Context: an optimization exercise on an open-source flow, tuned for small area, a short achievable clock period and few clock cycles per item. The choices shown serve that exercise and are no tape-out recipe. Only simulation tests tie the RTL to the original design; equivalence was not proved. Power is estimated from default activity; no workload was simulated.

==> flow/design.v (outline; a module is shown in full before it is edited, if it fits) <==
// module fc_param_store: 100 lines
// module fc_input_buffer: 56 lines
// module fc_feat_copy: 9 lines
// module fc_ready_copy: 16 lines
// module fc_mac_engine: 7024 lines
// module fc_flags: 12 lines
// module fc_fa: 10 lines
// module fc_ha: 9 lines
// module fc_top: 64 lines
module fc_top (
   input  logic        clk,
   input  logic        rst_n,
   input  logic        beat_valid,
   input  logic [35:0] beat_lane,
   output logic        in_ready,
   input  logic        wb_cyc,
   input  logic        wb_stb,
   input  logic        wb_we,
   input  logic [8:0]  wb_adr,
   input  logic [7:0]  wb_dat_w,
   output logic        wb_ack,
   output logic [7:0]  wb_dat_r,
   output logic        res_valid,
   output logic [3:0]  res_index,
   output logic [11:0] res_value
);
  // ...
==> flow/flow/run.sh <==
#!/bin/bash
# Layout flow: the standard ORFS flow (standard.sh, which also runs the
# standard synthesis), with two changes to how the layout is made:
#  - the ports are buffered with buf_4 cells rather than the delay buffer
#    that buffer_ports picks by default (every port still gets a buffer);
#  - repair_timing is asked to keep a setup margin, so that it sizes and
#    buffers the paths it would otherwise leave alone at the 18 ns clock.
# The clock, its period and the SDC are the standard flow's, unchanged.
set -euo pipefail
bash standard.sh \
   "SETUP_SLACK_MARGIN=${FC_SETUP_MARGIN:-13.2}" \
   "BUFFER_PORTS_ARGS=-buffer_cell sky130_fd_sc_hd__buf_4" \
   finish > flow_standard.log 2>&1
==> flow/standard.sh <==
#!/bin/bash
# synth_recipe.tcl (not shown) runs the flow's synth.tcl, then flattens the netlist and writes it again
# the make line also repeats each setting of config.mk as NAME=value (left out here)
make -C /OpenROAD-flow-scripts/flow DESIGN_CONFIG=/design/flow/config.mk WORK_HOME=/design/flow/orfs CLKGATE_MAP_FILE= SYNTH_SCRIPT=/design/flow/synth_recipe.tcl "${@:-finish}"
==> flow/config.mk <==
export PLATFORM = sky130hd
export DESIGN_NAME = fc_top
export DESIGN_NICKNAME = fc_top
export VERILOG_FILES = /design/flow/design.v
export SDC_FILE = /design/flow/constraint.sdc
export NUM_CORES = 8
export LEC_CHECK = 0
export ABC_CLOCK_PERIOD_IN_PS = 3000
export CAP_MARGIN = 20
export CORE_MARGIN = 2
export CORE_UTILIZATION = 65
export CTS_CLUSTER_DIAMETER = 100
export CTS_CLUSTER_SIZE = 24
export PLACE_DENSITY = 0.74
export SLEW_MARGIN = 20
export SYNTH_HIERARCHICAL = 1
export SYNTH_MINIMUM_KEEP_SIZE = 0
==> flow/constraint.sdc <==
create_clock -name core_clock -period 18.0 [get_ports {clk}]
set_input_delay 3.6000 -clock core_clock [delete_from_list [all_inputs] [get_ports {clk}]]
set_output_delay 3.6000 -clock core_clock [all_outputs]
set_load 0.01 [all_outputs]
==> impl_metrics.toml, run 1 <==
[clocking]
h-tree-depth = 4
clock_tree.root_cell = "clkbuf_16"
cts.sinks = 4887
cts_tree = "yes"
clk_pin_slew_worst_paths_ns = 0.09
post_cts_buffers = 4

[cells_and_area]
inverters_excl_clock = 618
largest_class = "registers"
fin_cells = 18148
largest_reg_flops = 3840
antenna_cells = 74
clkCellAreaFrac_pct = 3.48

[synth]
synth_ff_type = "dfxtp_1"

[pwr]
pg_clk_w = 0.00599
pg_comb_w = 0.000116
total_power_w = 0.0170
pwr-share-clk_pct = 35.3

[worst_setup_path]
cp.arrival_ns = 1.48
path_depth = 1
r2r_cells = 10
reg2reg_slack_ns = 13.21

[die]
start_util_pct = 65.2

[placement]
portBuffers = 85

[detailed_routing]
top_layer = "met5"

[timing]
fin_crit_ns = 5.08
clock_skew_ns = 0.122
final-hold-violation-count = 0

[status]
status = "no timing/DRC/antenna violations"
Testbench counts, summed over its fixed seeds: cycles 6,403, frames 384.
==> run 2, diff against run 1 <==
--- a/flow/design.v
+++ b/flow/design.v
@@ -202,17 +202,18 @@
    logic [18:0]  pb_next [out_num];
    logic [9:0]   first_q;
    logic [9:0]   load_q;
    logic         last_q;
    logic [18:0]  nacc [out_num];
    logic [18:0]  nacc_next [out_num];
    logic [18:0]  bias_ext [out_num];
    logic [119:0] out_sr;
-   logic [3:0]   out_cnt;
+   logic         busy_q, busy_d;
+   logic [3:0]   cnt_q, cnt_d;
    for (genvar c = 0; c < out_num; c++) begin : g_bias
       assign bias_ext[c] = 19'($signed(biases[8*c +: 8]));
    end
    logic [18:0] nbase0;
    logic [7:0]  w0_0;
    assign w0_0 = beat_weights[7:0];
    logic [11:0] x0_0;
    assign x0_0 = feat_q[11:0];
@@ -7172,45 +7173,76 @@
    end
    always_ff @(posedge clk) begin
       for (int c = 0; c < out_num; c++) begin
          pa_q[c] <= pa_next[c];
          pb_q[c] <= pb_next[c];
          nacc[c] <= nacc_next[c];
       end
    end
+   always_comb begin
+      busy_d = busy_q;
+      cnt_d  = cnt_q;
+      if (last_q) begin
+         busy_d = 1'b1;
+         cnt_d  = '0;
+      end else if (busy_q) begin
+         cnt_d = cnt_q + 4'd1;
+         if (cnt_q == 4'(out_num - 1)) begin
+            busy_d = 1'b0;
+         end
+      end
+   end
    always_ff @(posedge clk) begin
       if (!rst_n) begin
-         last_q    <= 1'b0;
-         res_valid <= 1'b0;
-         out_cnt   <= '0;
+         last_q <= 1'b0;
+         busy_q <= 1'b0;
+         cnt_q  <= '0;
       end else begin
          last_q <= feat_valid && feat_last;
-         if (last_q) begin
-            res_valid <= 1'b1;
-            out_cnt   <= '0;
-         end else if (res_valid) begin
-            out_cnt <= out_cnt + 4'd1;
-            if (out_cnt == 4'(out_num - 1)) begin
-               res_valid <= 1'b0;
-            end
-         end
+         busy_q <= busy_d;
+         cnt_q  <= cnt_d;
       end
    end
+   fc_res_flags u_res_flags (
+      .clk     (clk),
+      .rst_n   (rst_n),
+      .valid_d (busy_d),
+      .index_d (cnt_d),
+      .valid_q (res_valid),
+      .index_q (res_index)
+   );
    always_ff @(posedge clk) begin
       out_sr <= {12'd0, out_sr[119:12]};
       for (int c = 0; c < out_num; c++) begin
          if (load_q[c]) begin
             out_sr[12*c +: 12] <= ~nacc_next[c][18:7];
          end
       end
    end
-   assign res_index = out_cnt;
    assign res_value = out_sr[11:0];
 endmodule
+module fc_res_flags (
+   input  logic       clk,
+   input  logic       rst_n,
+   input  logic       valid_d,
+   input  logic [3:0] index_d,
+   output logic       valid_q,
+   output logic [3:0] index_q
+);
+   always_ff @(posedge clk) begin
+      if (!rst_n) begin
+         valid_q <= 1'b0;
+         index_q <= '0;
+      end else begin
+         valid_q <= valid_d;
+         index_q <= index_d;
+      end
+   end
+endmodule
 module fc_flags (
    input  logic clk,
    input  logic first,
    input  logic last,
    output logic first_q,
    output logic last_q
 );
    always_ff @(posedge clk) begin
==> flow/flow/run.sh (replaced) <==
#!/bin/bash
# Layout flow: the standard ORFS flow (standard.sh, which also runs the
# standard synthesis), with two changes to how the layout is made:
#  - the ports are buffered with buf_4 cells rather than the delay buffer
#    that buffer_ports picks by default (every port still gets a buffer);
#  - repair_timing is asked to keep a setup margin, so that it sizes and
#    buffers the paths it would otherwise leave alone at the 18 ns clock.
# The clock, its period and the SDC are the standard flow's, unchanged.
set -euo pipefail
bash standard.sh \
   "SETUP_SLACK_MARGIN=${FC_SETUP_MARGIN:-13.0}" \
   "BUFFER_PORTS_ARGS=-buffer_cell sky130_fd_sc_hd__buf_4" \
   finish > flow_standard.log 2>&1
==> impl_metrics.toml, run 2 <==
[worst_setup_path]
cp.arrival_ns = 1.54
end_kind = "output port"
worstReg2RegStart = "u_param_store.ring[10][127]"
crit_slowest_cell = "dfxtp_4"
worstPathCellList = "buf_6"
cp_max_fo = 1
critPathMaxStageDelay_ns = 0.45
worstSetupPathType = "flip-flop to output port"
cp_top_family = "flip-flops"
worst-path-buf-inv = 1
cp.required_ns = 14.40
cp-startpoint = "u_param_store.rd_q[7]"
worst_setup_path_start_kind = "flip-flop"

[cells_and_area]
final_common_cell = "dfxtp_1"
regMostFlops = "u_param_store.ring"
largest_reg_flops = 3840
nets = 17080
area_delta_synth_final_pct = 5.00
fin_cells = 18120
layout_common_cells = "dfxtp_1, fa_1, nand2_1"
final_layout_size_suffix_gt1_share_pct = 6.14
reg_top3 = "u_param_store.ring: 3840 flops, u_mac_engine.nacc: 190 flops, u_mac_engine.pa_q: 190 flops"

[clocking]
clk_latency_ns = 0.98
cts.sinks = 4892
clk_pin_slew_worst_paths_ns = 0.11
numCtsBuffers = 236
ctsResizeCount = 50
hold_buffers = 0
h-tree-depth = 4
clock_tree.root_cell = "clkbuf_16"
cts_max_path_buffers = 4
cts_tree = "yes"
post_cts_buffers = 0

[timing]
worstMarginPinSlew_ns = 1.29
fin_crit_sh_pct = 28.6
setup_viol = 0
final-hold-violation-count = 0
clock_skew_ns = 0.0812
slew_viol_final = 0
max_freq_mhz = 195
finalWorstSetupSlack_ns = 12.86
fin_setup_tns_ns = 0
hold_slack_ns = 0.268
fin_crit_ns = 5.14
slew_headroom_pct = 14.1
rsz0062_at_grt = "yes"

[global_route]
first_global_vias = 115239
track_usage_pct = 37.5
antenna_found_initial = 96
grt_pass1_wl_microns = 785000
grt_max_degree = 50
gr-total-overflow = 0

[status]
status = "no timing/DRC/antenna violations"

[detailed_routing]
first_pass_iters = 8
ant_nets = 0
num_vias = 106894
via_per_inst = 5.90
drt_iter0_drc = 12619
routed_wl_microns = 547000
wl_per_cell_microns = 30.2
drc = 0

[worst_hold_path]
hold_start = "u_param_store.ring[18][65]"
min_path_type = "flip-flop to flip-flop"

[die]
fp.dieH_microns = 544
start_util_pct = 65.2
io_pins = 86
dieArea_sq_um = 296000
die_w_microns = 544
rows = 198
core_area_sq_um = 290000

[placement]
place_congestion = 1.01
dp.cells = 17776
post-place-ws_ns = 12.43
portBuffers = 85
dp_hpwl_microns = 403000

[synth]
syn_nets = 17442
synth_cell_types = 90
avgSynthCellArea_sq_um = 13.1
yosysTopAreaCellShare_pct = 50.9
synth_ff_type = "dfxtp_1"
postSynthCellCount = 14476
netlist_area_sq_um = 189000
synthArstFlopShare_pct = 0
synth.most_common_cell = "dfxtp_1"
synth_seq_area_share_pct = 52.1
ys_ff_latch = 4892
yosys_warnings = 29
synth_area_leader_cell = "dfxtp_1"
synth-edff-count = 80
yosys-top-cells-count = "dfxtp_1, fa_1, nand2_1"
synth.area.top_cells = "dfxtp_1, fa_1, nand2_1, ha_1, and2_1"

[pwr]
p_leak_nw = 69.8
max-vdd-ir-drop_mv = 0.113
power_density_nw_per_um2 = 84.4

[run]
drv_cap = 0
## run 2: per-layer routing
metal | GRT usage (%) | up-vias | wire length, microns
met5 | 0 | - | 176
met4 | 24.2 | 22 | 42200
met3 | 11.8 | 1718 | 66300
met2 | 53.3 | 6715 | 230000
met1 | 50.0 | 54514 | 209000
li1 | - | 43925 | -
## run 2: logic make-up (layout without fill, tap and decap cells)
kind of cell	after synthesis	after routing	share of synthesized area [%]
adders and majority gates	2907	2907	29.5
AOI/OAI and AO/OA	846	846	2.82
buffers and inverters	1468	1161	3.44
DFF	4892	4892	52.1
other	0	51	0
muxes	360	360	2.11
and+or+nand+nor	3717	3717	8.67
xor gates and xnor gates	286	286	1.33
## run 2: Yosys stat by module, one instance, submodules excluded, a selection
module           cells inside  copies in the design  area [sq um]  flip-flops and latches
fc_mac_engine            6426                     1         42900                     686
fc_res_flags               10                     1           131                       5
fc_ready_copy              13                     1           118                       1
fc_flags                    2                    10          40.0                       2
fc_param_store           5101                     1         89000                    3988
fc_input_buffer            86                     1           728                      12
fc_fa                       1                  2600          20.0                       0
## run 2: area by class of cell
| cell class | instances | area [sq um] |
|---|---|---|
| inverter | 616 | 2310 |
| clock buffer | 258 | 6060 |
| sequential | 4892 | 98800 |
| antenna | 51 | 128 |
| timing repair buffer | 252 | 1990 |
| fill | 20186 | 91400 |
| clock inverter | 35 | 512 |
| multi-input combinational | 8116 | 84200 |
| tap | 3900 | 4880 |
## run 2: stage by stage
stage / util (%) / area (sq um) / power, W
after global routing: 68.5 / 199000 / 0.0172
after CTS: 68.5 / 199000 / 0.0169
final: 68.5 / 199000 / 0.0168
after global placement: 66.1 / 192000 / 0.0112
after floorplan: - / 189000 / 0.0111
after detailed placement: 66.1 / 192000 / 0.0112
## run 2: path summary, 6_finish.rpt
path	endpoint	cells past startpoint	slack (ns)
worst max-delay path	wb_dat_r[7]	1	12.86
worst min-delay path	u_param_store.ring[18][57]	0	0.27
worst max register to register	u_mac_engine.pb_q[3][11]	10	13.15
worst min register to register	u_param_store.ring[18][57]	0	0.27
## run 2: power by group
part	leakage (nW)	internal (W)	switching, W
clock	3.21	0.00244	0.00337
sequential	39.6	0.0108	0.0000203
combinational	27.0	0.0000278	0.0000838
Testbench counts of run 2, summed over its fixed seeds: cycles 6,403, frames 384.
==> run 3, diff against run 2 <==
--- a/flow/flow/run.sh
+++ b/flow/flow/run.sh
@@ -8,6 +8,6 @@
 # The clock, its period and the SDC are the standard flow's, unchanged.
 set -euo pipefail
 bash standard.sh \
-   "SETUP_SLACK_MARGIN=${FC_SETUP_MARGIN:-13.0}" \
+   "SETUP_SLACK_MARGIN=${FC_SETUP_MARGIN:-13.3}" \
    "BUFFER_PORTS_ARGS=-buffer_cell sky130_fd_sc_hd__buf_4" \
    finish > flow_standard.log 2>&1
==> impl_metrics.toml, run 3 <==
[worst_setup_path]
r2r_cells = 10
crit_slowest_cell = "dfxtp_4"
path_depth = 1
worst-path-buf-inv = 1
worstPathCellList = "buf_6"
cp.required_ns = 14.40
cp.arrival_ns = 1.50
end_kind = "output port"
cp_max_fo = 1
critPathMaxStageDelay_ns = 0.42
worstSetupPathType = "flip-flop to output port"
cp_top_family = "flip-flops"
worst_setup_path_start_kind = "flip-flop"

[synth]
synthMuxAreaShare_pct = 2.11
synth.area.top_cells = "dfxtp_1, fa_1, nand2_1, ha_1, and2_1"
synth.most_common_cell = "dfxtp_1"
synth-xor-area-share_pct = 1.33
synthArstFlopShare_pct = 0
synth_top_family_by_area = "adder cells"
synth_ff_type = "dfxtp_1"
synth_seq_area_share_pct = 52.1
synth_cell_types = 90
yosys-top-cells-count = "dfxtp_1, fa_1, nand2_1"
postSynthCellCount = 14476
synthSimpleGateAreaFrac_pct = 8.67
synth_compound_area_share_pct = 2.82
syn_nets = 17442
yosys_warnings = 29
synth-edff-count = 80
synth_area_leader_cell = "dfxtp_1"
yosysTopAreaCellShare_pct = 50.9
netlist_area_sq_um = 189000
ys_ff_latch = 4892
avgSynthCellArea_sq_um = 13.1
synth_fa_ha_area_share_pct = 29.5

[pwr]
max-vdd-ir-drop_mv = 0.131
p_leak_nw = 69.8
power_density_nw_per_um2 = 84.3

[timing]
worstMarginPinSlew_ns = 1.33
clock_skew_ns = 0.0867
fin_setup_tns_ns = 0
setup_viol = 0
fin_crit_ns = 5.10
slew_viol_final = 0
final-hold-violation-count = 0
max_freq_mhz = 196
rsz0062_at_grt = "yes"
slew_headroom_pct = 11.4
fin_crit_sh_pct = 28.3

[cells_and_area]
largest_reg_flops = 3840
layout_common_cells = "dfxtp_1, fa_1, nand2_1"
nets = 17071
final_layout_size_suffix_gt1_share_pct = 6.84
regMostFlops = "u_param_store.ring"
final_common_cell = "dfxtp_1"
post-route-util_pct = 68.5
area_delta_synth_final_pct = 5.02
fillers = 20253
reg_top3 = "u_param_store.ring: 3840 flops, u_mac_engine.nacc: 190 flops, u_mac_engine.pa_q: 190 flops"

[placement]
dp_hpwl_microns = 397000
place_congestion = 1.01
portBuffers = 85

[global_route]
first_global_vias = 115204
grt_max_degree = 48
grt_pass1_wl_microns = 781000
gr-total-overflow = 0
track_usage_pct = 37.2
antenna_found_initial = 89

[die]
die_w_microns = 544
dieArea_sq_um = 296000
core_area_sq_um = 290000
rows = 198
start_util_pct = 65.2
fp.dieH_microns = 544
io_pins = 86

[clocking]
hold_buffers = 0
clock_tree.root_cell = "clkbuf_16"
h-tree-depth = 4
cts_tree = "yes"
clk_pin_slew_worst_paths_ns = 0.10
post_cts_buffers = 0
numCtsBuffers = 235
cts_max_path_buffers = 4
cts.sinks = 4892
clk_latency_ns = 0.98

[detailed_routing]
wl_per_cell_microns = 29.9
drc = 0
ant_nets = 0
drt_iter0_drc = 12069
via_per_inst = 5.88
num_vias = 106469
first_pass_iters = 7
routed_wl_microns = 541000

[status]
status = "no timing/DRC/antenna violations"

[run]
drv_cap = 0

[worst_hold_path]
hold_depth = 0
min_path_type = "flip-flop to flip-flop"
-- run 3: cell counts after synthesis --
No cell type changed its count.
-- run 3: area by class of cell --
type	instances	area, sq um	share of cell area, %
diodes	48	120	0.0604
inverters	616	2310	1.16
flip-flops and latches	4892	99000	49.7
multi-input cells	8116	84200	42.3
repair buffers	244	1950	0.979
clock inverters	37	568	0.286
well taps	3900	4880	2.45
clock buffers	256	5960	3.00
-- run 3: metal layers --
metal	up-vias	track usage, %	share of wire [%]
met5	-	0	0.048
met4	38	25.3	8.2
met3	1720	13.1	13
met2	6771	52.4	41
met1	54028	48.6	38
li1	43912	-	-
-- run 3: worst register-to-register path, delay by kind of cell (launching register included) --
kind                     cells  cell delay (ns)
adder cells (fa/ha/maj)      7             3.28
AND/OR/NAND/NOR              1             0.22
buffers and inverters        2             0.10
flip-flops                   1             0.97
-- run 3: final timing paths --
check,startpoint,endpoint,slack [ns]
setup / recovery,u_param_store.rd_q[6],wb_dat_r[6],12.90
hold / removal,u_param_store.ring[3][41],u_param_store.ring[3][33],0.28
setup reg to reg,u_param_store.ring[21][121],u_mac_engine.pb_q[7][11],13.30
hold reg to reg,u_param_store.ring[3][41],u_param_store.ring[3][33],0.28
-- run 3: per-stage QoR --
| step | cell area, sq um | setup slack (ns) | hold slack [ns] | std cells | power (W) |
|---|---|---|---|---|---|
| after floorplan | 189000 | 13.13 | 0.310 | 14476 | 0.0111 |
| after global placement | 192000 | 12.19 | 0.310 | 17766 | 0.0112 |
| after detailed placement | 192000 | 12.17 | 0.312 | 17766 | 0.0112 |
| after CTS | 199000 | 12.87 | 0.249 | 18059 | 0.0168 |
| after global routing | 199000 | 12.86 | 0.245 | 18077 | 0.0172 |
| final | 199000 | 12.90 | 0.280 | 18109 | 0.0168 |
-- run 3: cell families (layout without fill, tap and decap cells) --
logic type | Yosys count | after routing
DFF | 4892 | 4892
AOI/OAI and AO/OA | 846 | 846
muxes | 360 | 360
xor gates and xnor gates | 286 | 286
other | 0 | 48
and+or+nand+nor | 3717 | 3717
adders and majority gates | 2907 | 2907
buffers and inverters | 1468 | 1153
-- run 3: power breakdown --
group          internal, W  total, W  switching (W)
Sequential          0.0108    0.0109      0.0000162
Combinational    0.0000282  0.000118      0.0000895
Clock              0.00241   0.00579        0.00338
Total               0.0133    0.0168        0.00349
-- run 3: per-module statistics from Yosys, one instance, submodules excluded, a selection --
module	flops+latches	area [sq um]	cells
fc_fa	0	20.0	1
fc_feat_copy	36	721	36
fc_flags	2	40.0	2
fc_input_buffer	12	728	86
fc_mac_engine	686	42900	6426
fc_res_flags	5	131	10
fc_param_store	3988	89000	5101
fc_ready_copy	1	118	13
fc_ha	0	12.5	1
-- run 3: what timing repair did --
action / 4_1_cts / 5_1_grt
gates resized for setup: 80 / 85
endpoints found under the setup margin: 62 / 140
endpoints found under the hold margin: 0 / 0
==> module fc_param_store, before the edit <==
module fc_param_store (
   input  logic         clk,
   input  logic         rst_n,
   input  logic         wb_cyc,
   input  logic         wb_stb,
   input  logic         wb_we,
   input  logic [8:0]   wb_adr,
   input  logic [7:0]   wb_dat_w,
   output logic         wb_ack,
   output logic [7:0]   wb_dat_r,
   input  logic [3:0]   phase,
   output logic [239:0] beat_weights,
   output logic [79:0]  biases
);
   localparam int rings = 30;
   localparam logic [1:0] st_idle = 2'd0;
   localparam logic [1:0] st_wait = 2'd1;
   localparam logic [1:0] st_ack  = 2'd2;
   logic [127:0] ring [rings];
   logic [7:0]   bias_mem [10];
   logic [1:0]   st;
   logic [8:0]   adr_q;
   logic [7:0]   dat_q;
   logic [7:0]   rd_q;
   logic         hit;
   logic         ack_q;
   logic [4:0]   row;
   logic [3:0]   col;
   logic [7:0]   rd_dat;
   logic         wait_next;
   logic [29:0]  ring_we_q;
   logic [9:0]   bias_we_q;
   assign row = adr_q[8:4];
   assign col = adr_q[3:0];
   assign hit = (st == st_wait) && (phase == col || row >= 5'd30);
   always_ff @(posedge clk) begin
      if (!rst_n) begin
         st    <= st_idle;
         ack_q <= 1'b0;
      end else begin
         ack_q <= hit;
         case (st)
            st_idle: if (wb_cyc && wb_stb) st <= st_wait;
            st_wait: if (hit) st <= st_ack;
            default: st <= st_idle;
         endcase
      end
   end
   always_ff @(posedge clk) begin
      adr_q <= wb_adr;
      dat_q <= wb_dat_w;
   end
   assign wait_next = rst_n && ((st == st_idle && wb_cyc && wb_stb) ||
                                (st == st_wait && !hit));
   always_ff @(posedge clk) begin
      for (int r = 0; r < rings; r++) begin
         ring_we_q[r] <= wait_next && wb_we && wb_adr[8:4] == 5'(r) &&
                         wb_adr[3:0] == phase + 4'd1;
      end
      for (int c = 0; c < 10; c++) begin
         bias_we_q[c] <= wait_next && wb_we && wb_adr[8:4] == 5'd30 &&
                         wb_adr[3:0] == 4'(c);
      end
   end
   for (genvar r = 0; r < rings; r++) begin : g_ring
      always_ff @(posedge clk) begin
         if (ring_we_q[r]) begin
            ring[r] <= {dat_q, ring[r][127:8]};
         end else begin
            ring[r] <= {ring[r][7:0], ring[r][127:8]};
         end
      end
      assign beat_weights[8*r +: 8] = ring[r][127:120];
   end
   for (genvar c = 0; c < 10; c++) begin : g_bias
      always_ff @(posedge clk) begin
         if (bias_we_q[c]) begin
            bias_mem[c] <= dat_q;
         end
      end
      assign biases[8*c +: 8] = bias_mem[c];
   end
   always_comb begin
      rd_dat = '0;
      if (row < 5'd30) begin
         rd_dat = ring[row][7:0];
      end else if (row == 5'd30) begin
         for (int c = 0; c < 10; c++) begin
            if (col == 4'(c)) begin
               rd_dat = bias_mem[c];
            end
         end
      end
   end
   always_ff @(posedge clk) begin
      rd_q <= rd_dat;
   end
   assign wb_ack   = ack_q;
   assign wb_dat_r = rd_q;
endmodule
==> run 4, diff against run 3 <==
--- a/flow/design.v
+++ b/flow/design.v
@@ -23,6 +23,9 @@
    logic [8:0]   adr_q;
    logic [7:0]   dat_q;
    logic [7:0]   rd_q;
+   logic [7:0]   rd_out_q;
+   logic [4:0]   rd_row;
+   logic [3:0]   rd_col;
    logic         hit;
    logic         ack_q;
    logic [4:0]   row;
@@ -81,23 +84,26 @@
       end
       assign biases[8*c +: 8] = bias_mem[c];
    end
+   assign rd_row = wb_adr[8:4];
+   assign rd_col = wb_adr[3:0];
    always_comb begin
       rd_dat = '0;
-      if (row < 5'd30) begin
-         rd_dat = ring[row][7:0];
-      end else if (row == 5'd30) begin
+      if (rd_row < 5'd30) begin
+         rd_dat = ring[rd_row][15:8];
+      end else if (rd_row == 5'd30) begin
          for (int c = 0; c < 10; c++) begin
-            if (col == 4'(c)) begin
+            if (rd_col == 4'(c)) begin
                rd_dat = bias_mem[c];
             end
          end
       end
    end
    always_ff @(posedge clk) begin
-      rd_q <= rd_dat;
+      rd_q     <= rd_dat;
+      rd_out_q <= rd_q;
    end
    assign wb_ack   = ack_q;
-   assign wb_dat_r = rd_q;
+   assign wb_dat_r = rd_out_q;
 endmodule
 `timescale 1ns/1ps
 module fc_input_buffer (
==> impl_metrics.toml, run 4 <==
[status]
status = "no timing/DRC/antenna violations"

[timing]
max_freq_mhz = 194
setup_viol = 0
rsz0062_at_grt = "yes"
fin_crit_ns = 5.14
slew_viol_final = 0
fin_setup_tns_ns = 0
clock_skew_ns = 0.118
final-hold-violation-count = 0
fin_crit_sh_pct = 28.6
finalWorstSetupSlack_ns = 12.86
worstMarginPinSlew_ns = 1.26
slew_headroom_pct = 15.6

[synth]
synth.area.top_cells = "dfxtp_1, fa_1, nand2_1, ha_1, and2_1"
avgSynthCellArea_sq_um = 13.1
ys_ff_latch = 4899
synthSimpleGateAreaFrac_pct = 8.38
synth-xor-area-share_pct = 1.36
yosysTopAreaCellShare_pct = 50.9
netlist_area_sq_um = 190000
synth-edff-count = 80
synth_compound_area_share_pct = 2.97
syn_nets = 17437
synth_seq_area_share_pct = 52.2
synth_top_family_by_area = "adder cells"
synthMuxAreaShare_pct = 2.19
synth_area_leader_cell = "dfxtp_1"
yosys_warnings = 29
synthArstFlopShare_pct = 0
yosys-top-cells-count = "dfxtp_1, fa_1, nand2_1"
synth_ff_type = "dfxtp_1"
synth_fa_ha_area_share_pct = 29.5
synth.most_common_cell = "dfxtp_1"
postSynthCellCount = 14471
synth_cell_types = 94

[cells_and_area]
final_common_cell = "dfxtp_1"
largest_reg_flops = 3840
reg_top3 = "u_param_store.ring: 3840 flops, u_mac_engine.nacc: 190 flops, u_mac_engine.pa_q: 190 flops"
area_delta_synth_final_pct = 5.50
regMostFlops = "u_param_store.ring"
nets = 17071
final_layout_size_suffix_gt1_share_pct = 7.46
final_cell_area_sq_um = 200000
fin_cells = 18130
layout_common_cells = "dfxtp_1, fa_1, nand2_1"
fillers = 19840

[pwr]
total_power_w = 0.0169
pwr-share-clk_pct = 35.0
combPwrFrac_pct = 0.7
p_leak_nw = 70.1
max-vdd-ir-drop_mv = 0.109
p_seq_share_pct = 64.2
p_int_w = 0.0134
p_sw_w = 0.00353
power_density_nw_per_um2 = 84.7
switching_share_pct = 20.9

[die]
die_w_microns = 544
io_pins = 86
core_area_sq_um = 291000
start_util_pct = 65.2
rows = 198
dieArea_sq_um = 296000
fp.dieH_microns = 544

[clocking]
cts_tree = "yes"
cts_max_path_buffers = 4
cts.sinks = 4899
hold_buffers = 0
clock_tree.root_cell = "clkbuf_16"
numCtsBuffers = 239
h-tree-depth = 4
clk_latency_ns = 1.03
clk_pin_slew_worst_paths_ns = 0.10

[worst_setup_path]
worst_setup_path_start_kind = "flip-flop"
cp_max_fo = 1
cp_top_family = "flip-flops"
cp.required_ns = 14.40
cp.arrival_ns = 1.54
worstPathCellList = "buf_6"
worstSetupPathType = "flip-flop to output port"
crit_slowest_cell = "dfxtp_4"
critPathMaxStageDelay_ns = 0.48
end_kind = "output port"
worst-path-buf-inv = 1
reg2reg_slack_ns = 13.25

[global_route]
gr-total-overflow = 0
grt_pass1_wl_microns = 803000
track_usage_pct = 38.7
grt_max_degree = 52
antenna_found_initial = 134
first_global_vias = 115065

[placement]
dp_hpwl_microns = 415000
place_area_sq_um = 192000
post-place-ws_ns = 11.24
portBuffers = 85
place_congestion = 1.02
dp.cells = 17748

[detailed_routing]
routed_wl_microns = 565000
drc = 0
num_vias = 107179
via_per_inst = 5.91
ant_nets = 0
wl_per_cell_microns = 31.1
first_pass_iters = 9
drt_iter0_drc = 12818

[worst_hold_path]
min_path_type = "flip-flop to flip-flop"

[run]
drv_cap = 0
run 4: cell count changes after synthesis, sizes merged, moves of 12 or more:
| cell | previous run | this run |
|---|---|---|
| o21ai | 258 | 231 |
| clkbuf | 559 | 584 |
| or3 | 24 | 8 |
| nor4 | 21 | 9 |
| nor2 | 220 | 233 |
| a21o | 73 | 85 |
| xnor2 | 207 | 224 |
| a21oi | 203 | 262 |
| nand2 | 2491 | 2469 |
| nand3 | 86 | 74 |
run 4: worst paths after layout:
check	from	end	depth (start not counted)
worst max-delay path	u_param_store.rd_out_q[0]	wb_dat_r[0]	1
worst min-delay path	u_param_store.ring[16][60]	u_param_store.ring[16][52]	0
worst max register to register	u_param_store.ring[11][124]	u_mac_engine.pb_q[3][16]	7
worst min register to register	u_param_store.ring[16][60]	u_param_store.ring[16][52]	0
run 4: cell families (layout without fill, tap and decap cells):
logic type | after synthesis | count (layout)
flip-flops | 4899 | 4899
other | 0 | 70
multiplexers | 378 | 378
adder cells (fa/ha/maj) | 2907 | 2907
AO/OA/AOI/OAI | 887 | 887
AND/OR/NAND/NOR | 3630 | 3630
XOR/XNOR | 292 | 292
buffers and inverters | 1478 | 1167
run 4: cell type report:
cell class | instances | area, sq um | area share, %
diodes | 70 | 175 | 0.0876
clock buffers | 257 | 6110 | 3.06
multi-input cells | 8094 | 84400 | 42.2
clock inverters | 39 | 719 | 0.360
flip-flops and latches | 4899 | 99100 | 49.6
repair buffers | 267 | 2290 | 1.14
well taps | 3900 | 4880 | 2.44
inverters | 604 | 2290 | 1.15
run 4: metal layers:
| layer | wire (microns) | track usage, % |
|---|---|---|
| met1 | 211000 | 49.8 |
| met2 | 238000 | 55.7 |
| met3 | 69300 | 13.4 |
| met4 | 45200 | 25.6 |
| met5 | 378 | 0.114 |
run 4: metrics by stage:
stage	util [%]	hold slack, ns
floorplan	-	0.310
global placement	66.1	0.310
detailed placement	66.2	0.312
CTS	68.7	0.233
global route	68.8	0.245
finish	68.8	0.233
run 4: timing repair:
action	CTS	global route
resized for setup	131	108
pin swaps	1	3
buffers inserted	8	4
cloned	2	1
endpoints found under the setup margin	119	130
run 4: per-module statistics from Yosys, one instance, submodules excluded, a selection:
module / flops+latches / cells / area, sq um
fc_fa: 0 / 1 / 20.0
fc_feat_copy: 36 / 36 / 721
fc_res_flags: 5 / 10 / 131
fc_mac_engine: 686 / 6416 / 42900
fc_param_store: 3995 / 5106 / 89100
fc_flags: 2 / 2 / 40.0
fc_input_buffer: 12 / 86 / 728
fc_ha: 0 / 1 / 12.5
fc_ready_copy: 1 / 13 / 118
run 4: power by group through the flow:
| stage | Clock [W] | Combinational (W) | Sequential (W) |
|---|---|---|---|
| global route | 0.00637 | 0.000120 | 0.0109 |
| global placement | 0 | 0.000106 | 0.0111 |
| finish | 0.00594 | 0.000120 | 0.0109 |
| detailed placement | 0 | 0.000105 | 0.0111 |
| CTS | 0.00601 | 0.000114 | 0.0109 |
| floorplan | 0 | 0.0000498 | 0.0111 |
Testbench counts of run 4, summed over its fixed seeds: cycles 6,403, frames 384.

## re-timing with driven ports
The flow's constraints put no driver on any port. The routed layouts listed below were extracted and timed again, unchanged, in two steps. Step 1, drivers: a clkbuf_16 drives clk and a buf_2 each remaining input, both assumed. Step 2, shift: input delay + t, output delay - t, t = (earliest + latest rising clock arrival at the registers) / 2. This alone moves slack from input paths to output paths. Slacks: ideal ports / drivers / drivers and shift; pairs: ideal ports / drivers.
run	t, ns	setup slack, ns	hold slack, ns
run 1	1.072	12.921 / 12.816 / 12.181	0.252 / 0.252 / 0.252
run 2	1.052	12.860 / 12.752 / 12.225	0.268 / 0.268 / 0.268
run 3	1.046	12.905 / 12.794 / 12.378	0.280 / 0.280 / 0.280
run 4	1.059	12.859 / 12.772 / 12.132	0.233 / 0.233 / 0.233
After both steps every run listed still meets setup and hold. For run 1, which loses most, drivers alone change the setup slack by -0.105 ns; drivers and shift together by -0.740 ns.
